This is an optimization exercise on Yosys and OpenROAD, whose aim is small area and a short achievable clock period, not a production implementation.
In this exercise RTL edits were held to simulation tests only and were not proved equivalent to the original.
Power is estimated from default activity; no workload was simulated.

===== design/flow/design.v =====
module dm_oai22 (input logic a1, a2, b1, b2, output logic y);
  assign y = !((a1 || a2) && (b1 || b2));
endmodule
module dm_oai21 (input logic a1, a2, b1, output logic y);
  assign y = !((a1 || a2) && b1);
endmodule
module dm_nand4 (input logic a, b, c, d, output logic y);
  assign y = !(a && b && c && d);
endmodule
module dm_nand2 (input logic a, b, output logic y);
  assign y = !(a && b);
endmodule
module dm_nor2 (input logic a, b, output logic y);
  assign y = !(a || b);
endmodule
module dm_inv (input logic a, output logic y);
  assign y = !a;
endmodule
module dm_dec2 (input logic [1:0] a, output logic [3:0] y);
  always_comb begin
    for (int j = 0; j < 4; j++) y[j] = (a == j[1:0]);
  end
endmodule
module dm_dec3 (input logic [2:0] a, output logic [7:0] y);
  always_comb begin
    for (int j = 0; j < 8; j++) y[j] = (a == j[2:0]);
  end
endmodule
module dm_stall (
  input  logic [7:0] a,
  input  logic [1:0] dm,
  input  logic       valid,
  input  logic       ready,
  output logic       stall
);
  assign stall = (dm == 2'b10) && (a == 8'hFF) && valid && !ready;
endmodule
module dm_other_n (
  input  logic [7:0] a,
  input  logic       is_load,
  input  logic [7:0] io_in,
  input  logic       valid,
  output logic [7:0] y_n
);
  always_comb begin
    if (!is_load)        y_n = ~a;
    else if (a == 8'hFE) y_n = ~io_in;
    else if (a == 8'hFF) y_n = ~{7'b0000000, valid};
    else                 y_n = 8'hFF;
  end
endmodule
module dm_stage (
  input  logic       sig_clk,
  input  logic       sig_rst,
  input  logic [7:0] EX_data_result,
  input  logic [7:0] EX_data_reg,
  input  logic [1:0] EX_addr_reg,
  input  logic [1:0] EX_sig_ctrl_DM,
  input  logic       EX_sig_ctrl_RF,
  input  logic [7:0] IO_data_in,
  input  logic       IO_sig_ready,
  output logic [7:0] RF_data_wr,
  output logic [1:0] RF_addr_wr,
  output logic       RF_sig_wr,
  output logic [7:0] IO_data_out,
  output logic       IO_sig_valid,
  output logic       PL_sig_stall
);
  localparam int NW = 254;
  localparam int GW = 32;               
  localparam int NG = (NW + GW - 1) / GW;
  logic [7:0]  addr_s;
  logic        is_load_s;
  logic        is_store_s;
  logic [3:0]  pa_s;
  logic [7:0]  pb_s;
  logic [7:0]  pg_s;
  logic [GW-1:0] lo_n_s;
  logic [NG-1:0] hi_s;
  logic [NG-1:0] hs_n_s;
  logic [NW-1:0] we_s;
  logic [7:0]  wd_n_s;
  logic [7:0]  mem_n_r [0:NW-1];
  logic [7:0]  other_n_s;
  logic [7:0]  wb_s;
  logic        valid_r;
  logic [7:0]  rf_data_r;
  logic [1:0]  rf_addr_r;
  logic        rf_wr_r;
  assign addr_s     = EX_data_result;
  assign is_load_s  = (EX_sig_ctrl_DM == 2'b01);
  assign is_store_s = (EX_sig_ctrl_DM == 2'b10);
  dm_dec2 u_pa (.a(addr_s[1:0]), .y(pa_s));
  dm_dec3 u_pb (.a(addr_s[4:2]), .y(pb_s));
  dm_dec3 u_pg (.a(addr_s[7:5]), .y(pg_s));
  for (genvar j = 0; j < GW; j++) begin : g_lo
    dm_nand2 u_lo (.a(pa_s[j % 4]), .b(pb_s[j / 4]), .y(lo_n_s[j]));
  end
  for (genvar g = 0; g < NG; g++) begin : g_hi
    logic hl_n;
    dm_nand2 u_hl (.a(pg_s[g]), .b(is_load_s), .y(hl_n));
    dm_inv   u_hi (.a(hl_n), .y(hi_s[g]));
    dm_nand2 u_hs (.a(pg_s[g]), .b(is_store_s), .y(hs_n_s[g]));
  end
  assign wd_n_s = ~EX_data_reg;
  for (genvar w = 0; w < NW; w++) begin : g_word
    dm_nor2 u_we (.a(hs_n_s[w / GW]), .b(lo_n_s[w % GW]), .y(we_s[w]));
    always_ff @(posedge sig_clk) begin
      if (we_s[w]) mem_n_r[w] <= wd_n_s;
    end
  end
  for (genvar b = 0; b < 8; b++) begin : g_bit
    logic [NG-1:0] grp_n;
    logic [1:0]    q;
    logic          r_n;
    for (genvar g = 0; g < NG; g++) begin : g_grp
      localparam int NP = (g == NG - 1) ? (NW - (NG - 1) * GW) / 2 : GW / 2;
      logic [15:0] p;
      logic [7:0]  f_n;
      logic [1:0]  h;
      for (genvar k = 0; k < NP; k++) begin : g_pair
        dm_oai22 u_p (
          .a1(lo_n_s[2*k]),   .a2(mem_n_r[g*GW + 2*k][b]),
          .b1(lo_n_s[2*k+1]), .b2(mem_n_r[g*GW + 2*k + 1][b]),
          .y(p[k])
        );
      end
      for (genvar k = 0; k < NP / 2; k++) begin : g_four
        dm_nor2 u_f (.a(p[2*k]), .b(p[2*k+1]), .y(f_n[k]));
      end
      if (NP % 2 == 1) begin : g_odd
        dm_inv u_f (.a(p[NP-1]), .y(f_n[NP/2]));
      end
      for (genvar k = (NP + 1) / 2; k < 8; k++) begin : g_pad
        assign f_n[k] = 1'b1;
      end
      dm_nand4 u_h0 (.a(f_n[0]), .b(f_n[1]), .c(f_n[2]), .d(f_n[3]), .y(h[0]));
      dm_nand4 u_h1 (.a(f_n[4]), .b(f_n[5]), .c(f_n[6]), .d(f_n[7]), .y(h[1]));
      dm_oai21 u_g (.a1(h[0]), .a2(h[1]), .b1(hi_s[g]), .y(grp_n[g]));
    end
    dm_nand4 u_q0 (.a(grp_n[0]), .b(grp_n[1]), .c(grp_n[2]), .d(grp_n[3]), .y(q[0]));
    dm_nand4 u_q1 (.a(grp_n[4]), .b(grp_n[5]), .c(grp_n[6]), .d(grp_n[7]), .y(q[1]));
    dm_nor2 u_r (.a(q[0]), .b(q[1]), .y(r_n));
    dm_nand2 u_wb (.a(r_n), .b(other_n_s[b]), .y(wb_s[b]));
  end
  dm_other_n u_other (
    .a(addr_s), .is_load(is_load_s), .io_in(IO_data_in), .valid(valid_r), .y_n(other_n_s)
  );
  logic [7:0] io_data_r;
  logic       io_store_s;
  logic       accept_s;
  assign io_store_s = is_store_s && (addr_s == 8'hFF);
  assign accept_s   = io_store_s && !(valid_r && !IO_sig_ready);
  dm_stall u_stall (
    .a(addr_s), .dm(EX_sig_ctrl_DM), .valid(valid_r), .ready(IO_sig_ready), .stall(PL_sig_stall)
  );
  always_ff @(posedge sig_clk or posedge sig_rst) begin
    if (sig_rst) begin
      valid_r   <= 1'b0;
      io_data_r <= 8'h00;
    end else begin
      valid_r <= accept_s || (valid_r && !IO_sig_ready);
      if (accept_s) io_data_r <= EX_data_reg;
    end
  end
  assign IO_data_out  = io_data_r;
  assign IO_sig_valid = valid_r;
  always_ff @(posedge sig_clk or posedge sig_rst) begin
    if (sig_rst) begin
      rf_data_r <= 8'h00;
      rf_addr_r <= 2'b00;
      rf_wr_r   <= 1'b0;
    end else begin
      rf_data_r <= wb_s;
      rf_addr_r <= EX_addr_reg;
      rf_wr_r   <= EX_sig_ctrl_RF && !is_store_s;
    end
  end
  assign RF_data_wr = rf_data_r;
  assign RF_addr_wr = rf_addr_r;
  assign RF_sig_wr  = rf_wr_r;
endmodule

===== design/flow/run.sh =====
#!/bin/bash
# synth_recipe.tcl (not shown) runs the flow's synth.tcl, then flattens the netlist and writes it again
# the make line also repeats each setting of config.mk as NAME=value (left out here)
make -C /OpenROAD-flow-scripts/flow DESIGN_CONFIG=/design/flow/config.mk WORK_HOME=/design/flow/orfs CLKGATE_MAP_FILE= SYNTH_SCRIPT=/design/flow/synth_recipe.tcl finish

===== design/flow/config.mk =====
export PLATFORM = sky130hd
export DESIGN_NAME = dm_stage
export DESIGN_NICKNAME = dm_stage
export VERILOG_FILES = /design/flow/design.v
export SDC_FILE = /design/flow/constraint.sdc
export NUM_CORES = 4
export LEC_CHECK = 0
export CAP_MARGIN = 20
export CORE_MARGIN = 2
export CORE_UTILIZATION = 40
export CTS_CLUSTER_DIAMETER = 60
export CTS_CLUSTER_SIZE = 30
export SETUP_SLACK_MARGIN = 2.2
export SLEW_MARGIN = 20
export SYNTH_HIERARCHICAL = 1

===== design/flow/constraint.sdc =====
create_clock -name core_clock -period 5.0 [get_ports {sig_clk}]
set_input_delay 1.0000 -clock core_clock [delete_from_list [all_inputs] [get_ports {sig_clk}]]
set_output_delay 1.0000 -clock core_clock [all_outputs]
set_load 0.01 [all_outputs]

==> flow_summary_export.csv, run 1 <==
group,metric,value,unit
sta,setup_slack,2.01,ns
die,die_y,431,um
synthesis,syn_nets,4222,
setup_path,start_kind,"input pin",
setup_path,critPathRequiredTime,5.66,ns
die,dieWidth,431,um
setup_path,r2r-start,"mem_n_r[48][1]$_DFFE_PP_",
routing,wirelength,214000,um
global_routing,grt_pass1_vias,41041,
die,rows,156,
die,core_area,181000,um^2
routing,wl_per_cell,29.3,um
sta,rsz0062_at_grt,"yes",
outcome,status,"finished clean",
run,cap_viol_max_count,0,
power_and_ir_drop,peakVddDrop,396,uV
clock_tree,clk_latency,0.79,ns
routing,dr_total_vias,43884,
synthesis,synth_top_area_share,83.8,%
sta,clock_skew,0.0366,ns
synthesis,synth_area_leaders,"edfxtp_1 (84%), o22ai_1 (8.7%), nor2_1 (4.0%), nand4_1 (1.3%), dfrtp_1 (0.69%)",
min_path,hp-start,"io_data_r[5]$_DFFE_PP0P_",
placed_design,dpl.hpwl,124000,um
global_routing,grt_pass1_wl,300000,um
min_path,holdPathEnd,"io_data_r[5]$_DFFE_PP0P_",
global_routing,grt_overflow,0,
synthesis,synth_top_family_by_area,"compound AO/OA/AOI/OAI gates",
synthesis,synth.avg_cell_area,17.4,um^2
sta,finalSetupViolCount,0,
clock_tree,h-tree-depth,4,
die,ioPinCount,53,
cells_and_area,layout-drive-gt1-share,19.3,%
sta,timing.fmax,0.334,GHz
cells_and_area,design_area,87200,um^2
synthesis,synth_simple_gate_area_share,5.99,%
die,dieArea,185000,um^2
setup_path,worstSetupPathType,"in2reg",
setup_path,timing.rr.end,"rf_data_r[1]$_DFF_PP0_",
synthesis,ys.warnings.count,12,
clock_tree,cts_hold_buf,0,
cells_and_area,synthToLayoutAreaGrowth,19.7,%
sta,relSlewSlack,27.0,%
cells_and_area,layout_common_cells,"edfxtp_1 (2032), o22ai_1 (993), nor2_1 (632)",
routing,drc_errors,0,
sta,final.setup.tns,0,ns
synthesis,synth.area.mux_share,0.124,%
clock_tree,cts.sinks,2052,
cells_and_area,fin_nets,4836,
global_routing,grtUsageTotal,22.4,%
sta,finalHoldViolations,0,
synthesis,syn_inst,4190,
sta,post-route-period-util,59.9,%
placed_design,place_congestion,0.913,
synthesis,synth_cell_types,30,
power_and_ir_drop,p_leak,0.0270,uW
synthesis,ys_seq_area_share,84.5,%
clock_tree,cts_tree,"yes",
sta,drv_slew,0,
placed_design,dpl_cell_area,79200,um^2
setup_path,ff2ff_path_depth,7,
routing,drt_first_pass_iters,5,
sta,worst_pin_slew,1.09,ns
global_routing,grt_start_max_net_pins,175,
synthesis,ys_seq_elements,2052,
clock_tree,clock-root-buffer,"clkbuf_16",
clock_tree,clkSlewWorstSetupHoldPaths,0.09,ns
synthesis,synth_compound_area_share,9.24,%
die,start_util,40.3,%
power_and_ir_drop,p_per_area,370,nW/um^2
synthesis,yosysTopAreaCell,"edfxtp_1",
sta,fin_crit,2.99,ns
synthesis,synth_xor_area_share,0,%
routing,dr.first_iter.drc_count,6133,
setup_path,arrival,3.65,ns
clock_tree,cts_buffers,132,
placed_design,place_ws,-0.0582,ns
min_path,min_path_type,"reg2reg",
cells_and_area,final_common_cell,"edfxtp_1",
placed_design,port_buffers,52,
synthesis,synthesis.area,72800,um^2
routing,via_per_inst,6.02,
global_routing,antenna_found_initial,13,
setup_path,end_kind,"register",
setup_path,worst-path-max-fanout,9,
routing,antenna_left,0,
min_path,holdPathStages,1,
setup_path,ff2ff_setup_slack,2.73,ns
setup_path,crit_start,"EX_data_result[2]",
synthesis,synth-adder-area-share,0,%
clock_tree,clockBufferDepth,3,
==> final cells by class <==
type | count | area, um^2
fillers | 14930 | 93600
flip-flops and latches | 2052 | 61500
multi-input cells | 2123 | 12600
repair buffers | 469 | 5280
clock buffers | 138 | 3390
well taps | 2370 | 2970
clock inverters | 100 | 1230
inverters | 26 | 131
diodes | 16 | 40.0
==> flip-flops by register name, indices dropped and copies added, names as in the netlist <==
name       cells
io_data_r      8
mem_n_r     2032
rf_addr_r      2
rf_data_r      8
rf_wr_r        1
valid_r        1
==> per-module statistics from Yosys (local to each module, per instance), a selection <==
module | flip-flops and latches | cells
dm_nor2 | 0 | 1
dm_oai21 | 0 | 1
dm_dec3 | 0 | 8
dm_stall | 0 | 4
dm_nand2 | 0 | 1
dm_inv | 0 | 1
dm_other_n | 0 | 25
dm_dec2 | 0 | 4
dm_oai22 | 0 | 1
==> cell usage after synthesis, drive strengths merged <==
cell type,number
a21oi,1
a31oi,6
and2,2
and2b,3
and3,2
and3b,6
buf,1
dfrtp,20
edfxtp,2032
inv,26
mux2,8
nand2,59
nand2b,1
nand3,1
nand4,148
nand4b,3
nor2,768
nor2b,8
nor3,5
nor3b,6
nor4,1
o21ai,66
o22ai,1016
or2,1
==> per-layer routing <==
| layer | part of all wire [%] | global-route usage [%] |
|---|---|---|
| met4 | 3.8 | 8.78 |
| met5 | 0.011 | 0 |
| met3 | 9.1 | 3.12 |
| met1 | 41 | 32.2 |
| met2 | 46 | 34.6 |
==> cell families after synthesis <==
family	after synthesis
flops	2052
compound gates	1089
simple gates	1014
buf+inv	27
mux	8
==> metrics by stage <==
step / total power, uW / util, % / hold WS, ns / instances
3_3_place_gp: 20400 / 43.8 / 0.491 / 6871
2_1_floorplan: 19800 / - / 0.551 / 4190
5_1_grt: 33000 / 48.2 / 0.532 / 7294
4_1_cts: 32300 / 47.8 / 0.511 / 7240
3_5_place_dp: 20400 / 43.8 / 0.496 / 6871
6_report: 32200 / 48.2 / 0.508 / 7294
==> worst max-delay path, cell delays in order <==
cell,delay [ns]
buf_12,0.13
buf_6,0.12
and3b_4,0.25
nand2_8,0.16
buf_4,0.14
buf_4,0.17
o22ai_1,0.09
nor2_1,0.13
nand4_1,0.42
o21ai_2,0.42
nand4_1,0.30
nor2_1,0.22
nand2_1,0.07
==> what timing repair did <==
item,CTS,global route
gates resized for setup,283,73
pin swaps,111,77
gates cloned,25,9
setup buffers,106,29
endpoints found under the setup margin,1793,35
==> worst max-delay path by stage <==
stage                               to  slack [ns]  depth (start not counted)
5_1_grt         rf_data_r[1]$_DFF_PP0_        2.07                         13
3_5_place_dp    rf_data_r[1]$_DFF_PP0_       -0.06                         11
6_report        rf_data_r[2]$_DFF_PP0_        2.01                         13
3_3_place_gp    rf_data_r[1]$_DFF_PP0_       -0.05                         11
4_1_cts         rf_data_r[1]$_DFF_PP0_        2.03                         12
2_1_floorplan  mem_n_r[0][0]$_DFFE_PP_        1.62                          1
==> report_power, final <==
group          switching (uW)  internal, uW  total (uW)
Clock                    6110          5900       12000
Sequential               27.3         18900       18900
Combinational             947           325        1270
Total                    7080         25100       32200
==> inputs of run 2 (changes only) <==
--- a/design/flow/config.mk
+++ b/design/flow/config.mk
@@ -10,6 +10,7 @@
 export CORE_UTILIZATION = 40
 export CTS_CLUSTER_DIAMETER = 60
 export CTS_CLUSTER_SIZE = 30
-export SETUP_SLACK_MARGIN = 2.2
+export SETUP_SLACK_MARGIN = 2.5
 export SLEW_MARGIN = 20
 export SYNTH_HIERARCHICAL = 1
+export TNS_END_PERCENT = 0
==> run 2 against run 1 <==
Net effect: combinational power decreased by 6%; wire length about the same; worst setup slack improved by 0.098 ns; critical path type unchanged; largest cell class unchanged; largest power group unchanged.
==> flow_summary_export.csv, run 2 <==
group,metric,value,unit
outcome,status,"finished clean",
clock_tree,clock-root-buffer,"clkbuf_16",
sta,setup_slack,2.10,ns
synthesis,syn_inst,4190,
cells_and_area,fin_nets,4727,
global_routing,grt_pass1_vias,40873,
clock_tree,cts.sinks,2052,
synthesis,postSynth.asyncResetShare,0.975,%
setup_path,worst-path-max-fanout,12,
setup_path,arrival,3.57,ns
global_routing,grt_start_max_net_pins,165,
die,die_y,431,um
run,cap_viol_max_count,0,
routing,wirelength,214000,um
synthesis,synth_top_area_share,83.8,%
power_and_ir_drop,clockPowerShare,36.5,%
cells_and_area,layout_common_cells,"edfxtp_1 (2032), o22ai_1 (1010), nor2_1 (752)",
setup_path,cpPeakStageDelay,0.39,ns
synthesis,synth-edff-count,2032,
setup_path,critPathRequiredTime,5.68,ns
clock_tree,cts_buffers,121,
setup_path,ff2ff_path_depth,7,
synthesis,synth.avg_cell_area,17.4,um^2
routing,drc_errors,0,
sta,drv_slew,0,
global_routing,grtUsageTotal,22.2,%
power_and_ir_drop,p_comb_share,3.8,%
routing,drt_first_pass_iters,5,
clock_tree,clockBufferDepth,3,
min_path,min_path_type,"in2reg",
die,ioPinCount,53,
cells_and_area,synthToLayoutAreaGrowth,18.1,%
cells_and_area,post-route-util,47.6,%
power_and_ir_drop,p_leak,0.0268,uW
sta,worst_pin_slew,1.23,ns
setup_path,timing.rr.end,"rf_data_r[2]$_DFF_PP0_",
synthesis,synth_common_cells,"edfxtp_1 (2032), o22ai_1 (1016), nor2_1 (768)",
sta,finalSetupViolCount,0,
placed_design,dp.cells,6794,
synthesis,ys.warnings.count,12,
setup_path,endpoint,"rf_data_r[3]$_DFF_PP0_",
setup_path,ff2ff_setup_slack,2.77,ns
sta,post-route-period-util,57.9,%
power_and_ir_drop,netSwitchingFraction,23.5,%
routing,antenna_left,0,
routing,wl_per_cell,29.8,um
synthesis,synthesis.area,72800,um^2
clock_tree,clkSlewWorstSetupHoldPaths,0.09,ns
synthesis,yosysTopAreaCell,"edfxtp_1",
setup_path,worstSetupPathType,"in2reg",
synthesis,synth_area_leaders,"edfxtp_1 (84%), o22ai_1 (8.7%), nor2_1 (4.0%), nand4_1 (1.3%), dfrtp_1 (0.69%)",
setup_path,slowest_stage,"nand4_1",
placed_design,place_ws,-0.0906,ns
synthesis,ys_seq_elements,2052,
power_and_ir_drop,p_per_area,369,nW/um^2
cells_and_area,layout.cells.non_filler,7176,
routing,via_per_inst,6.01,
synthesis,ys_seq_area_share,84.5,%
sta,relSlewSlack,17.8,%
cells_and_area,largest_reg_flops,2032,
sta,timing.fmax,0.345,GHz
clock_tree,clk_latency,0.81,ns
setup_path,start_kind,"input pin",
setup_path,r2r-start,"mem_n_r[140][2]$_DFFE_PP_",
die,dieWidth,431,um
synthesis,synth_cell_types,30,
cells_and_area,final_common_cell,"edfxtp_1",
die,rows,156,
global_routing,grt_overflow,0,
sta,rsz0062_at_grt,"yes",
placed_design,dpl.hpwl,117000,um
cells_and_area,reg_top3,"mem_n_r (2032), io_data_r (8), rf_data_r (8)",
sta,finalHoldViolations,0,
setup_path,end_kind,"register",
synthesis,synth_most_common_cell,"edfxtp_1",
clock_tree,h-tree-depth,3,
power_and_ir_drop,peakVddDrop,284,uV
global_routing,grt_pass1_wl,298000,um
power_and_ir_drop,internal_power,24300,uW
routing,dr.first_iter.drc_count,5917,
sta,clock_skew,0.0467,ns
placed_design,port_buffers,52,
cells_and_area,n_fill_cell,15063,
synthesis,synth_flop_cell,"edfxtp_1",
die,dieArea,185000,um^2
sta,fin_crit,2.90,ns
global_routing,antenna_found_initial,8,
power_and_ir_drop,switchingPower,7460,uW
cells_and_area,largest_register,"mem_n_r",
power_and_ir_drop,power_frac_seq,59.7,%
die,core_area,181000,um^2
setup_path,path_cells,"buf_12, and3b_4, nand2_4, buf_16, buf_12, o22ai_1, nor2_1, nand4_1, o21ai_4, nand4_1, nor2_1, nand2_1",
cells_and_area,layout-drive-gt1-share,14.3,%
clock_tree,cts_tree,"yes",
placed_design,place_congestion,0.848,
setup_path,crit_start,"EX_data_result[2]",
synthesis,syn_nets,4222,
routing,dr_total_vias,43135,
die,start_util,40.3,%
[run 2: cell counts after synthesis]
Identical to the previous run, type by type.
[run 2: layout make-up]
| class | instances | area (um^2) | share of cell area (%) |
|---|---|---|---|
| sequential | 2052 | 61500 | 71.6 |
| multi-input combinational | 2114 | 11800 | 13.7 |
| timing repair buffer | 380 | 5090 | 5.92 |
| clock buffer | 124 | 3080 | 3.58 |
| tap | 2370 | 2970 | 3.45 |
| clock inverter | 104 | 1410 | 1.64 |
| inverter | 26 | 128 | 0.148 |
| antenna | 6 | 15.0 | 0.0175 |
[run 2: worst min path at each step]
| stage | startpoint | to | depth (start not counted) |
|---|---|---|---|
| after floorplan | io_data_r[0]$_DFFE_PP0P_ | io_data_r[0]$_DFFE_PP0P_ | 1 |
| after global placement | io_data_r[4]$_DFFE_PP0P_ | io_data_r[4]$_DFFE_PP0P_ | 1 |
| after detailed placement | io_data_r[1]$_DFFE_PP0P_ | io_data_r[1]$_DFFE_PP0P_ | 1 |
| after CTS | EX_data_result[1] | rf_data_r[1]$_DFF_PP0_ | 3 |
| after global routing | EX_data_result[1] | rf_data_r[1]$_DFF_PP0_ | 3 |
| final | EX_data_result[1] | rf_data_r[1]$_DFF_PP0_ | 3 |
[run 2: metal layers]
layer | track usage (%) | share of wire, % | vias up
met2 | 35.4 | 47 | 2229
met4 | 9.02 | 4.8 | 4
met5 | 0 | 0.011 | -
met1 | 30.7 | 39 | 22169
li1 | - | - | 18370
met3 | 3.11 | 8.6 | 363
[run 2: cells by family after synthesis]
group                  Yosys count  share of synthesized area [%]
DFF                           2052                           84.5
AOI/OAI and AO/OA             1089                           9.24
and+or+nand+nor               1014                           5.99
buffers and inverters           27                          0.144
muxes                            8                          0.124
[run 2: worst max-delay path: cells and delay by family]
family                 cells  cell delay, ns
AND/OR/NAND/NOR            7            1.67
AO/OA/AOI/OAI              2            0.43
buffers and inverters      3            0.43
[run 2: per-stage QoR]
stage	hold slack (ns)	total power, uW	cell area (um^2)	setup TNS, ns
2_1_floorplan	0.551	19800	72900	0
3_3_place_gp	0.492	20400	78400	-0.123
3_5_place_dp	0.495	20400	78400	-0.0906
4_1_cts	0.500	31800	85200	0
5_1_grt	0.485	32500	86000	0
6_report	0.504	31700	86000	0
[run 2: what timing repair did]
item                                     CTS  global route
pin swaps                                 36            27
resized for setup                        204            37
setup buffers                             76            30
hold buffers                               0             0
gates cloned                              33             9
endpoints found under the setup margin  2069          1421
[run 2: per-module statistics from Yosys (local to each module, per instance)]
module	copies in the design	cell area (um^2)
dm_stall	1	33.8
dm_oai22	1016	6.26
dm_nand2	56	3.75
dm_nand4	144	6.26
dm_dec3	2	65.1
dm_dec2	1	26.3
dm_oai21	64	5.00
dm_stage	1	61700
dm_inv	16	3.75
dm_other_n	1	161
dm_nor2	766	3.75
[run 2: power by group through the flow]
stage	Clock, uW	Combinational, uW	Sequential, uW
finish	11600	1200	18900
global placement	0	1040	19300
CTS	11700	1160	18900
global route	12300	1240	18900
detailed placement	0	1050	19300
floorplan	0	422	19400
==> inputs of run 3 (changes only) <==
--- a/design/flow/config.mk
+++ b/design/flow/config.mk
@@ -7,7 +7,7 @@
 export LEC_CHECK = 0
 export CAP_MARGIN = 20
 export CORE_MARGIN = 2
-export CORE_UTILIZATION = 40
+export CORE_UTILIZATION = 50
 export CTS_CLUSTER_DIAMETER = 60
 export CTS_CLUSTER_SIZE = 30
 export SETUP_SLACK_MARGIN = 2.5
==> run 3 against run 2 <==
Net effect: largest power group unchanged; sequential share of layout area rose by 0.90 points; wire length about the same; global-route usage is 6.0 points higher; synthesized area unchanged; core utilization rose by 11 points.
==> flow_summary_export.csv, run 3 <==
group,metric,value,unit
die,core_area,145000,um^2
routing,via_per_inst,6.50,
die,ioPinCount,53,
synthesis,ys_seq_elements,2052,
setup_path,start_kind,"input pin",
cells_and_area,largest_register,"mem_n_r",
sta,rsz0062_at_grt,"yes",
sta,timing.fmax,0.353,GHz
power_and_ir_drop,power_frac_seq,58.5,%
sta,clock_skew,0.0370,ns
placed_design,dpl.hpwl,115000,um
sta,finalSetupViolCount,0,
synthesis,yosysTopAreaCell,"edfxtp_1",
routing,dr.first_iter.drc_count,6190,
cells_and_area,multi_input_area,12200,um^2
clock_tree,cts.sinks,2052,
global_routing,grt_start_max_net_pins,178,
die,dieWidth,386,um
synthesis,syn_nets,4222,
global_routing,grt_overflow,0,
power_and_ir_drop,internal_power,25200,uW
setup_path,arrival,3.49,ns
cells_and_area,layout_common_cells,"edfxtp_1 (2032), o22ai_1 (1012), nor2_1 (704)",
synthesis,synthesis.area,72800,um^2
cells_and_area,n_fill_cell,10766,
sta,final.setup.tns,0,ns
setup_path,cpPeakStageDelay,0.49,ns
global_routing,antenna_found_initial,8,
global_routing,grt_pass1_wl,296000,um
power_and_ir_drop,p_leak,0.0261,uW
cells_and_area,layout.cells.non_filler,6646,
clock_tree,cts_hold_buf,0,
cells_and_area,final_common_cell,"edfxtp_1",
cells_and_area,fin_nets,4657,
synthesis,synth.area.mux_share,0.124,%
synthesis,synth.avg_cell_area,17.4,um^2
run,cap_viol_max_count,0,
global_routing,grt_pass1_vias,40349,
clock_tree,clk_latency,0.79,ns
synthesis,synth_most_common_cell,"edfxtp_1",
synthesis,synth_cell_types,30,
power_and_ir_drop,p_per_area,381,nW/um^2
die,dieArea,149000,um^2
sta,worst_pin_slew,1.09,ns
setup_path,crit_start,"EX_data_result[0]",
synthesis,synth-edff-count,2032,
synthesis,synth_xor_area_share,0,%
synthesis,syn_inst,4190,
synthesis,synth_flop_cell,"edfxtp_1",
setup_path,end_kind,"register",
sta,post-route-period-util,56.7,%
setup_path,path_buf_inv,3,
global_routing,grtUsageTotal,28.1,%
synthesis,synth_top_area_share,83.8,%
routing,dr_total_vias,43193,
routing,wirelength,214000,um
synthesis,synth_area_leaders,"edfxtp_1 (84%), o22ai_1 (8.7%), nor2_1 (4.0%), nand4_1 (1.3%), dfrtp_1 (0.69%)",
die,rows,140,
setup_path,critPathRequiredTime,5.65,ns
clock_tree,h-tree-depth,4,
power_and_ir_drop,p_comb_share,3.8,%
clock_tree,clockBufferDepth,3,
synthesis,synth_compound_area_share,9.24,%
cells_and_area,n_antenna_cell,0,
setup_path,cpLargestDelayFamily,"simple AND/OR/NAND/NOR gates",
sta,relSlewSlack,27.5,%
routing,wl_per_cell,32.2,um
sta,fin_crit,2.83,ns
cells_and_area,largest_reg_flops,2032,
setup_path,r2r-start,"mem_n_r[122][1]$_DFFE_PP_",
sta,drv_slew,0,
clock_tree,cts_buffers,134,
setup_path,slowest_stage,"nand4_1",
synthesis,synth_simple_gate_area_share,5.99,%
synthesis,ys_seq_area_share,84.5,%
synthesis,postSynth.asyncResetShare,0.975,%
setup_path,path_cells,"buf_6, and2b_4, buf_12, nand2_8, buf_12, o22ai_1, nor2_1, nand4_1, o21ai_2, nand4_1, nor2_1, nand2_1",
setup_path,worstSetupPathType,"in2reg",
power_and_ir_drop,clockPowerShare,37.7,%
min_path,min_path_type,"reg2reg",
clock_tree,cts_tree,"yes",
routing,drc_errors,0,
die,die_y,386,um
synthesis,synth_top_family_by_area,"compound AO/OA/AOI/OAI gates",
cells_and_area,synthToLayoutAreaGrowth,16.6,%
placed_design,place_congestion,0.875,
outcome,status,"finished clean",
placed_design,port_buffers,52,
clock_tree,clkSlewWorstSetupHoldPaths,0.08,ns
cells_and_area,layout-drive-gt1-share,14.3,%
synthesis,ys.warnings.count,12,
die,start_util,50.2,%
sta,finalHoldViolations,0,
placed_design,dp.cells,6309,
clock_tree,clock-root-buffer,"clkbuf_16",
power_and_ir_drop,switchingPower,7120,uW
synthesis,synth-adder-area-share,0,%
synthesis,synth_common_cells,"edfxtp_1 (2032), o22ai_1 (1016), nor2_1 (768)",
power_and_ir_drop,netSwitchingFraction,22.0,%
routing,antenna_left,0,
cells_and_area,register_area,61500,um^2
power_and_ir_drop,peakVddDrop,340,uV
routing,drt_first_pass_iters,6,
cells_and_area,reg_top3,"mem_n_r (2032), io_data_r (8), rf_data_r (8)",
setup_path,worst-path-max-fanout,18,
min_path,hp-start,"io_data_r[2]$_DFFE_PP0P_",
run 3: Yosys stat by module (local to each module, per instance):
module	cell area (um^2)	cells inside	copies in the design	flip-flops and latches
dm_inv	3.75	1	16	0
dm_nand4	6.26	1	144	0
dm_oai21	5.00	1	64	0
dm_nand2	3.75	1	56	0
dm_oai22	6.26	1	1016	0
dm_dec3	65.1	8	2	0
dm_stall	33.8	4	1	0
dm_stage	61700	2079	1	2052
dm_nor2	3.75	1	766	0
dm_other_n	161	25	1	0
dm_dec2	26.3	4	1	0
run 3: final timing paths:
| kind | to | slack [ns] | depth (start not counted) |
|---|---|---|---|
| min in group asynchronous | io_data_r[4]$_DFFE_PP0P_ | 0.78 | 2 |
| max in group asynchronous | rf_data_r[7]$_DFF_PP0_ | 3.51 | 2 |
| max | rf_data_r[6]$_DFF_PP0_ | 2.17 | 12 |
| max reg2reg | rf_data_r[1]$_DFF_PP0_ | 2.96 | 7 |
| min reg2reg | io_data_r[2]$_DFFE_PP0P_ | 0.51 | 1 |
| min | io_data_r[2]$_DFFE_PP0P_ | 0.51 | 1 |
run 3: layout make-up:
class | count | share of cell area, %
Multi-Input combinational cell | 2121 | 14.4
Timing Repair inverter | 2 | 0.0147
Timing Repair Buffer | 288 | 4.58
Inverter | 26 | 0.150
Sequential cell | 2052 | 72.5
Clock inverter | 98 | 1.56
Clock buffer | 142 | 4.06
Tap cell | 1917 | 2.82
run 3: cells by family (layout without fill, tap and decap cells):
kind of cell    after synthesis  after routing
compound gates             1089           1089
simple gates               1014           1024
flops                      2052           2052
buf+inv                      27            556
mux                           8              8
run 3: through the flow:
stage	setup slack (ns)	hold WS (ns)	utilization (%)	cell area (um^2)	total power, uW
after floorplan	1.62	0.551	-	72900	19800
after global placement	0.107	0.489	53.5	77500	20300
after detailed placement	0.0791	0.496	53.5	77500	20400
after CTS	2.27	0.514	58.1	84200	32400
after global routing	2.26	0.529	58.5	84900	33100
final	2.17	0.509	58.5	84900	32400
run 3: worst register-to-register path, cell delays in order (launching register included):
cell and delay (ns):
edfxtp_1 0.33, o22ai_1 0.08, nor2_1 0.20, nand4_1 0.33, o21ai_2 0.33, nand4_1 0.34, nor2_2 0.25, nand2_1 0.07
run 3: what timing repair did:
action	CTS	global route
setup buffers	26	24
pin swaps	78	49
endpoints found under the setup margin	2616	2472
resized for setup	266	67
cloned	38	8
run 3: power by group through the flow:
| stage | clock network [uW] | logic [uW] | registers, uW |
|---|---|---|---|
| after floorplan | 0 | 422 | 19400 |
| after global placement | 0 | 1030 | 19300 |
| after detailed placement | 0 | 1040 | 19300 |
| after CTS | 12400 | 1170 | 18900 |
| after global routing | 13000 | 1260 | 18900 |
| final | 12200 | 1230 | 18900 |
run 3: per-layer routing:
layer	up-vias	share of wire (%)	track usage, %
met5	-	0.0098	0
met4	4	3.7	9.95
met2	2384	46	43.0
met3	284	10	4.72
met1	22278	40	41.2
li1	18243	-	-
==> inputs of run 4 (changes only) <==
--- a/design/flow/config.mk
+++ b/design/flow/config.mk
@@ -8,7 +8,7 @@
 export CAP_MARGIN = 20
 export CORE_MARGIN = 2
 export CORE_UTILIZATION = 50
-export CTS_CLUSTER_DIAMETER = 60
+export CTS_CLUSTER_DIAMETER = 100
 export CTS_CLUSTER_SIZE = 30
 export SETUP_SLACK_MARGIN = 2.5
 export SLEW_MARGIN = 20
==> run 4 against run 3 <==
Net effect: register-to-register slack improved by 0.07 ns; clock power decreased by 34%; via count decreased by 1.8%; sequential share of layout area increased by 1.8 points; power decreased by 13%; non-clock buffer count increased by 10; synthesized area unchanged; wire length decreased by 2.3%; highest routed layer unchanged; core utilization decreased by 1.5 points; clock-buffer cell count decreased by 43.
==> flow_summary_export.csv, run 4 <==
group,metric,value,unit
outcome,status,"finished clean",
cells_and_area,synthToLayoutAreaGrowth,13.7,%
clock_tree,cts.sinks,2052,
synthesis,synth_common_cells,"edfxtp_1 (2032), o22ai_1 (1016), nor2_1 (768)",
routing,dr.first_iter.drc_count,6206,
synthesis,syn_inst,4190,
power_and_ir_drop,clockPowerShare,28.5,%
synthesis,yosysTopAreaCell,"edfxtp_1",
synthesis,synth_cell_types,30,
sta,relSlewSlack,25.6,%
synthesis,synth_top_area_share,83.8,%
min_path,holdPathEnd,"io_data_r[2]$_DFFE_PP0P_",
setup_path,arrival,3.40,ns
cells_and_area,layout_common_cells,"edfxtp_1 (2032), o22ai_1 (1000), nor2_1 (639)",
synthesis,synthesis.area,72800,um^2
synthesis,ys.warnings.count,12,
run,cap_viol_max_count,0,
placed_design,port_buffers,52,
routing,drt_first_pass_iters,6,
sta,holdWs,0.517,ns
sta,post-route-period-util,56.3,%
placed_design,dpl.hpwl,115000,um
cells_and_area,n_fill_cell,10964,
synthesis,synth.avg_cell_area,17.4,um^2
synthesis,ys_seq_elements,2052,
power_and_ir_drop,p_leak,0.0249,uW
die,rows,140,
global_routing,grt_pass1_vias,39582,
global_routing,grt_pass1_wl,291000,um
cells_and_area,reg_top3,"mem_n_r (2032), io_data_r (8), rf_data_r (8)",
setup_path,start_kind,"input pin",
min_path,min_path_type,"reg2reg",
routing,wl_per_cell,32.0,um
cells_and_area,largest_register,"mem_n_r",
die,core_area,145000,um^2
clock_tree,clk_latency,0.73,ns
setup_path,slowest_stage,"nand4_1",
min_path,holdPathStages,1,
power_and_ir_drop,peakVddDrop,266,uV
cells_and_area,multi_input_area,12400,um^2
setup_path,path_buf_inv,4,
clock_tree,cts_tree,"yes",
sta,fin_crit,2.82,ns
global_routing,grt_overflow,0,
global_routing,grt_start_max_net_pins,178,
power_and_ir_drop,netSwitchingFraction,21.0,%
cells_and_area,final_common_cell,"edfxtp_1",
setup_path,cpPeakStageDelay,0.34,ns
clock_tree,clock-root-buffer,"clkbuf_16",
synthesis,synth-edff-count,2032,
sta,timing.fmax,0.355,GHz
cells_and_area,register_area,61500,um^2
setup_path,ff2ff_path_depth,7,
setup_path,r2r-start,"mem_n_r[122][1]$_DFFE_PP_",
routing,via_per_inst,6.51,
clock_tree,h-tree-depth,3,
die,dieArea,149000,um^2
clock_tree,clockBufferDepth,3,
die,start_util,50.2,%
die,ioPinCount,53,
sta,worst_pin_slew,1.12,ns
min_path,hp-start,"io_data_r[2]$_DFFE_PP0P_",
global_routing,antenna_found_initial,11,
routing,drc_errors,0,
global_routing,grtUsageTotal,27.5,%
power_and_ir_drop,switchingPower,5910,uW
cells_and_area,layout-drive-gt1-share,13.5,%
power_and_ir_drop,p_per_area,341,nW/um^2
synthesis,synth_flop_cell,"edfxtp_1",
die,die_y,386,um
synthesis,ys_seq_area_share,84.5,%
setup_path,worstSetupPathType,"in2reg",
synthesis,synth_area_leaders,"edfxtp_1 (84%), o22ai_1 (8.7%), nor2_1 (4.0%), nand4_1 (1.3%), dfrtp_1 (0.69%)",
cells_and_area,largest_reg_flops,2032,
synthesis,syn_nets,4222,
clock_tree,clkSlewWorstSetupHoldPaths,0.11,ns
synthesis,postSynth.asyncResetShare,0.975,%
synthesis,synth_most_common_cell,"edfxtp_1",
setup_path,worst-path-max-fanout,8,
setup_path,end_kind,"register",
power_and_ir_drop,power,28200,uW
sta,final.setup.tns,0,ns
sta,clock_skew,0.0405,ns
die,dieWidth,386,um
sta,rsz0062_at_grt,"yes",
power_and_ir_drop,power_frac_seq,67.1,%
routing,wirelength,209000,um
power_and_ir_drop,internal_power,22300,uW
sta,setup_slack,2.18,ns
routing,dr_total_vias,42421,
sta,finalSetupViolCount,0,
sta,finalHoldViolations,0,
setup_path,ff2ff_setup_slack,3.03,ns
placed_design,place_ws,0.0791,ns
setup_path,critPathRequiredTime,5.59,ns
routing,antenna_left,0,
clock_tree,cts_buffers,79,
setup_path,path_cells,"buf_12, and3_4, buf_12, nand2_8, buf_16, buf_6, o22ai_1, nor2_1, nand4_1, o21ai_2, nand4_1, nor2_1, nand2_1",
cells_and_area,fin_nets,4611,
placed_design,place_congestion,0.875,
setup_path,cpLargestDelayFamily,"simple AND/OR/NAND/NOR gates",
setup_path,timing.rr.end,"rf_data_r[1]$_DFF_PP0_",
sta,drv_slew,0,
power_and_ir_drop,p_comb_share,4.4,%
## run 4: metrics by stage
step / cell area (um^2) / instances / util [%]
after floorplan: 72900 / 4190 / -
after global placement: 77500 / 6309 / 53.5
after detailed placement: 77500 / 6309 / 53.5
after CTS: 81700 / 6481 / 56.3
after global routing: 82800 / 6520 / 57.1
final: 82800 / 6521 / 57.1
## run 4: final cells by class
cell class | count | area share [%]
flip-flops and latches | 2052 | 74.3
repair buffers | 298 | 4.91
clock buffers | 99 | 2.58
diodes | 1 | 0.00302
inverters | 26 | 0.154
clock inverters | 6 | 0.0982
well taps | 1917 | 2.90
multi-input cells | 2119 | 15.0
repair inverters | 3 | 0.0242
## run 4: repair_timing
item / 4_1_cts / 5_1_grt
endpoints found under the setup margin: 2760 / 2829
cloned: 35 / 10
resized for setup: 272 / 148
pin swaps: 87 / 84
hold buffers: 0 / 0
setup buffers: 32 / 29
## run 4: kinds of logic (layout without fill, tap and decap cells)
family | Yosys count | in the layout | share of synthesized area, %
AO/OA/AOI/OAI | 1089 | 1089 | 9.24
buffers and inverters | 27 | 432 | 0.144
flip-flops | 2052 | 2052 | 84.5
multiplexers | 8 | 8 | 0.124
other | 0 | 1 | 0
AND/OR/NAND/NOR | 1014 | 1022 | 5.99
## run 4: Yosys stat by module, one instance, submodules excluded
module,flip-flops and latches,area [um^2],copies in the design
dm_other_n,0,161,1
dm_oai21,0,5.00,64
dm_dec3,0,65.1,2
dm_dec2,0,26.3,1
dm_nand4,0,6.26,144
dm_oai22,0,6.26,1016
dm_nor2,0,3.75,766
dm_nand2,0,3.75,56
dm_stall,0,33.8,1
dm_stage,2052,61700,1
dm_inv,0,3.75,16
## run 4: power groups by stage
stage | combinational, uW | sequential [uW] | clock, uW
6_report | 1230 | 18900 | 8050
5_1_grt | 1270 | 18900 | 8690
4_1_cts | 1170 | 18900 | 8150
3_5_place_dp | 1040 | 19300 | 0
3_3_place_gp | 1030 | 19300 | 0
2_1_floorplan | 422 | 19400 | 0
## run 4: per-layer routing
layer  wire length, um  up-vias  global-route usage (%)
met3             21400      241                    3.80
met2             96900     2153                    42.5
li1                  -    18018                       -
met1             82900    22007                    40.7
met4              7560        2                    9.24
met5                13        -                       0
## run 4: worst max-delay path by stage
stage / start / to / slack [ns] / cells after the start
6_report: EX_data_result[2] / rf_data_r[5]$_DFF_PP0_ / 2.18 / 13
5_1_grt: EX_data_result[2] / rf_data_r[5]$_DFF_PP0_ / 2.22 / 13
4_1_cts: EX_data_result[4] / rf_data_r[3]$_DFF_PP0_ / 2.25 / 14
3_5_place_dp: EX_data_result[4] / rf_data_r[3]$_DFF_PP0_ / 0.08 / 11
3_3_place_gp: EX_data_result[1] / rf_data_r[0]$_DFF_PP0_ / 0.11 / 12
2_1_floorplan: EX_data_reg[0] / mem_n_r[0][0]$_DFFE_PP_ / 1.62 / 1
==> inputs of run 5 (changes only) <==
--- a/design/flow/config.mk
+++ b/design/flow/config.mk
@@ -9,7 +9,7 @@
 export CORE_MARGIN = 2
 export CORE_UTILIZATION = 50
 export CTS_CLUSTER_DIAMETER = 100
-export CTS_CLUSTER_SIZE = 30
+export CTS_CLUSTER_SIZE = 25
 export SETUP_SLACK_MARGIN = 2.5
 export SLEW_MARGIN = 20
 export SYNTH_HIERARCHICAL = 1
==> run 5 against run 4 <==
Net effect: sequential cell count stayed put; register-to-register slack worse by 0.03 ns; sequential power hardly changed; die area is the same; final cell count is 0.66% higher.
==> flow_summary_export.csv, run 5 <==
group,metric,value,unit
outcome,status,"finished clean",
min_path,min_path_type,"reg2reg",
placed_design,port_buffers,52,
die,dieWidth,386,um
cells_and_area,fin_nets,4650,
global_routing,grt_pass1_wl,297000,um
clock_tree,cts_buffers,92,
placed_design,place_congestion,0.875,
setup_path,crit_start,"EX_data_result[3]",
cells_and_area,reg_top3,"mem_n_r (2032), io_data_r (8), rf_data_r (8)",
sta,final.setup.tns,0,ns
die,core_area,145000,um^2
synthesis,ys_seq_area_share,84.5,%
cells_and_area,multi_input_area,12400,um^2
die,ioPinCount,53,
synthesis,synth.avg_cell_area,17.4,um^2
routing,via_per_inst,6.54,
setup_path,arrival,3.51,ns
routing,wirelength,215000,um
synthesis,synth_cell_types,30,
synthesis,syn_inst,4190,
sta,clock_skew,0.0334,ns
global_routing,antenna_found_initial,7,
setup_path,cpPeakStageDelay,0.35,ns
clock_tree,cts_tree,"yes",
sta,worst_pin_slew,1.11,ns
setup_path,r2r-start,"mem_n_r[122][1]$_DFFE_PP_",
synthesis,synth_top_area_share,83.8,%
routing,drc_errors,0,
synthesis,synthesis.area,72800,um^2
sta,post-route-period-util,57.5,%
setup_path,path_cells,"buf_12, and3_4, buf_12, nand2_8, buf_16, o22ai_1, nor2_2, nand4_1, o21ai_2, nand4_1, nor2_2, nand2_1",
cells_and_area,register_area,61500,um^2
power_and_ir_drop,internal_power,22700,uW
power_and_ir_drop,p_leak,0.0253,uW
clock_tree,cts.sinks,2052,
sta,setup_slack,2.12,ns
setup_path,cpLargestDelayFamily,"simple AND/OR/NAND/NOR gates",
power_and_ir_drop,switchingPower,6030,uW
clock_tree,clockBufferDepth,3,
sta,holdWs,0.512,ns
routing,dr_total_vias,42943,
synthesis,yosysTopAreaCell,"edfxtp_1",
placed_design,place_ws,0.0791,ns
placed_design,dpl.hpwl,115000,um
clock_tree,clkSlewWorstSetupHoldPaths,0.10,ns
synthesis,postSynth.asyncResetShare,0.975,%
synthesis,synth_most_common_cell,"edfxtp_1",
cells_and_area,largest_reg_flops,2032,
clock_tree,clk_latency,0.74,ns
synthesis,synth-edff-count,2032,
setup_path,start_kind,"input pin",
setup_path,worstSetupPathType,"in2reg",
setup_path,path_buf_inv,3,
synthesis,synth_flop_cell,"edfxtp_1",
cells_and_area,largest_register,"mem_n_r",
setup_path,worst-path-max-fanout,12,
sta,relSlewSlack,25.9,%
setup_path,critPathRequiredTime,5.64,ns
global_routing,grt_start_max_net_pins,178,
power_and_ir_drop,netSwitchingFraction,21.0,%
cells_and_area,synthToLayoutAreaGrowth,14.7,%
clock_tree,h-tree-depth,3,
clock_tree,cts_hold_buf,0,
cells_and_area,layout_common_cells,"edfxtp_1 (2032), o22ai_1 (1004), nor2_1 (661)",
power_and_ir_drop,p_comb_share,4.3,%
cells_and_area,n_fill_cell,10896,
synthesis,syn_nets,4222,
run,cap_viol_max_count,0,
power_and_ir_drop,peakVddDrop,247,uV
routing,drt_first_pass_iters,6,
routing,antenna_left,0,
power_and_ir_drop,power_frac_seq,65.8,%
routing,wl_per_cell,32.8,um
clock_tree,clock-root-buffer,"clkbuf_16",
cells_and_area,layout-drive-gt1-share,13.6,%
die,dieArea,149000,um^2
die,rows,140,
synthesis,synth_common_cells,"edfxtp_1 (2032), o22ai_1 (1016), nor2_1 (768)",
sta,rsz0062_at_grt,"yes",
min_path,hp-start,"io_data_r[2]$_DFFE_PP0P_",
setup_path,slowest_stage,"o21ai_2",
sta,drv_slew,0,
power_and_ir_drop,clockPowerShare,29.8,%
synthesis,ys_seq_elements,2052,
sta,finalSetupViolCount,0,
global_routing,grt_overflow,0,
synthesis,synth_area_leaders,"edfxtp_1 (84%), o22ai_1 (8.7%), nor2_1 (4.0%), nand4_1 (1.3%), dfrtp_1 (0.69%)",
cells_and_area,final_common_cell,"edfxtp_1",
sta,fin_crit,2.88,ns
synthesis,ys.warnings.count,12,
die,die_y,386,um
setup_path,end_kind,"register",
routing,dr.first_iter.drc_count,6136,
power_and_ir_drop,p_per_area,344,nW/um^2
sta,timing.fmax,0.348,GHz
sta,finalHoldViolations,0,
global_routing,grt_pass1_vias,39869,
global_routing,grtUsageTotal,28.3,%
die,start_util,50.2,%
[run 5: changes by cell type in the layout (fill, tap and decap cells not counted), sizes merged, moves of 2 or more]
cell / delta
buf: +26
clkbuf: +12
diode: +3
dlygate4sd2: +3
inv: -2
nand2: +2
[run 5: logic make-up (layout without fill, tap and decap cells)]
family                 Yosys count  in the layout  synth area share [%]
and+or+nand+nor               1014           1024                  5.99
muxes                            8              8                 0.124
AOI/OAI and AO/OA             1089           1089                  9.24
DFF                           2052           2052                  84.5
buffers and inverters           27            470                 0.144
other                            0              4                     0
[run 5: metrics by stage]
stage          util, %  cell area [um^2]  total power [uW]  cells
2_1_floorplan        -             72900             19800   4190
3_3_place_gp      53.5             77500             20300   6309
3_5_place_dp      53.5             77500             20400   6309
4_1_cts           56.8             82400             28800   6503
5_1_grt           57.6             83500             29500   6562
6_report          57.6             83500             28800   6564
[run 5: what timing repair did]
| item | in CTS | in global routing |
|---|---|---|
| endpoints found under the hold margin | 0 | 0 |
| pin swaps | 86 | 76 |
| setup endpoints to repair | 2757 | 2744 |
| gates cloned | 45 | 8 |
| setup buffers | 30 | 49 |
| resized for setup | 278 | 116 |
[run 5: Yosys stat by module, one instance, submodules excluded, excerpt]
module,cells,area [um^2],times used,flip-flops and latches
dm_nand4,1,6.26,144,0
dm_inv,1,3.75,16,0
dm_oai21,1,5.00,64,0
dm_nand2,1,3.75,56,0
dm_dec2,4,26.3,1,0
dm_nor2,1,3.75,766,0
dm_other_n,25,161,1,0
dm_oai22,1,6.26,1016,0
dm_dec3,8,65.1,2,0
[run 5: routing by layer]
| layer | track usage, % | share of wire (%) |
|---|---|---|
| met1 | 41.4 | 39 |
| met2 | 42.9 | 46 |
| met3 | 5.03 | 11 |
| met4 | 10.2 | 4.1 |
| met5 | 0 | 0 |
[run 5: worst paths after layout]
| path | endpoint | slack [ns] | depth (start not counted) |
|---|---|---|---|
| hold reg to reg | io_data_r[2]$_DFFE_PP0P_ | 0.51 | 1 |
| max in group asynchronous | rf_data_r[2]$_DFF_PP0_ | 3.53 | 2 |
| setup reg to reg | rf_data_r[1]$_DFF_PP0_ | 3.00 | 7 |
| hold / removal | io_data_r[2]$_DFFE_PP0P_ | 0.51 | 1 |
| min in group asynchronous | io_data_r[4]$_DFFE_PP0P_ | 0.79 | 2 |
| setup / recovery | rf_data_r[1]$_DFF_PP0_ | 2.12 | 12 |
[run 5: power by group through the flow]
stage / Sequential (uW) / Combinational [uW] / Clock [uW]
3_5_place_dp: 19300 / 1040 / 0
2_1_floorplan: 19400 / 422 / 0
5_1_grt: 18900 / 1290 / 9270
3_3_place_gp: 19300 / 1030 / 0
6_report: 18900 / 1250 / 8580
4_1_cts: 18900 / 1190 / 8680
[run 5: worst register-to-register path: stages (launching register included)]
cell and delay [ns]:
edfxtp_1 0.34, o22ai_1 0.08, nor2_1 0.20, nand4_1 0.35, o21ai_2 0.35, nand4_1 0.30, nor2_2 0.22, nand2_1 0.07
[run 5: final cells by class]
class                      instances  share of cell area (%)
sequential                      2052                    73.7
multi-input combinational       2121                    14.9
timing repair buffer             323                    5.35
clock buffer                     114                    2.96
tap                             1917                    2.87
inverter                          26                   0.153
clock inverter                     5                  0.0914
timing repair inverter             2                  0.0180
antenna                            4                  0.0120

afterwards: timing with drivers on the ports:
No port has a modelled driver above. Below, the same layouts with a new extraction and two added sets of constraints.
Step 1 (the two cells are an assumption about what drives the block):
set clk [get_ports {sig_clk}]
set_driving_cell -lib_cell sky130_fd_sc_hd__clkbuf_16 $clk
set_driving_cell -lib_cell sky130_fd_sc_hd__buf_2 [delete_from_list [all_inputs] $clk]
Step 2 times the ports against the registers' clock, not the clock port: input delays grow and output delays shrink by t, the midpoint of the rising clock arrivals with the driver on.
Three values: no drivers, after step 1, after step 2; two values: the first two.
run | t, ns | setup slack, ns | hold slack, ns | worst setup path after step 2 | worst data-port slew with drivers (ns)
run 1 | 0.863 | 2.007 / 2.031 / 1.168 | 0.508 / 0.508 / 0.508 | input to register | 0.07
run 2 | 0.883 | 2.105 / 2.020 / 1.137 | 0.504 / 0.478 / 0.513 | input to register | 0.18
run 3 | 0.861 | 2.165 / 2.157 / 1.297 | 0.509 / 0.509 / 0.509 | input to register | 0.09
run 4 | 0.794 | 2.183 / 2.127 / 1.333 | 0.517 / 0.517 / 0.517 | input to register | 0.16
run 5 | 0.812 | 2.125 / 2.152 / 1.340 | 0.512 / 0.512 / 0.512 | input to register | 0.07
After both steps setup and hold are still met in every run listed. The setup slack of run 2, which loses most, moves by -0.085 ns with the drivers and by -0.968 ns with both steps.
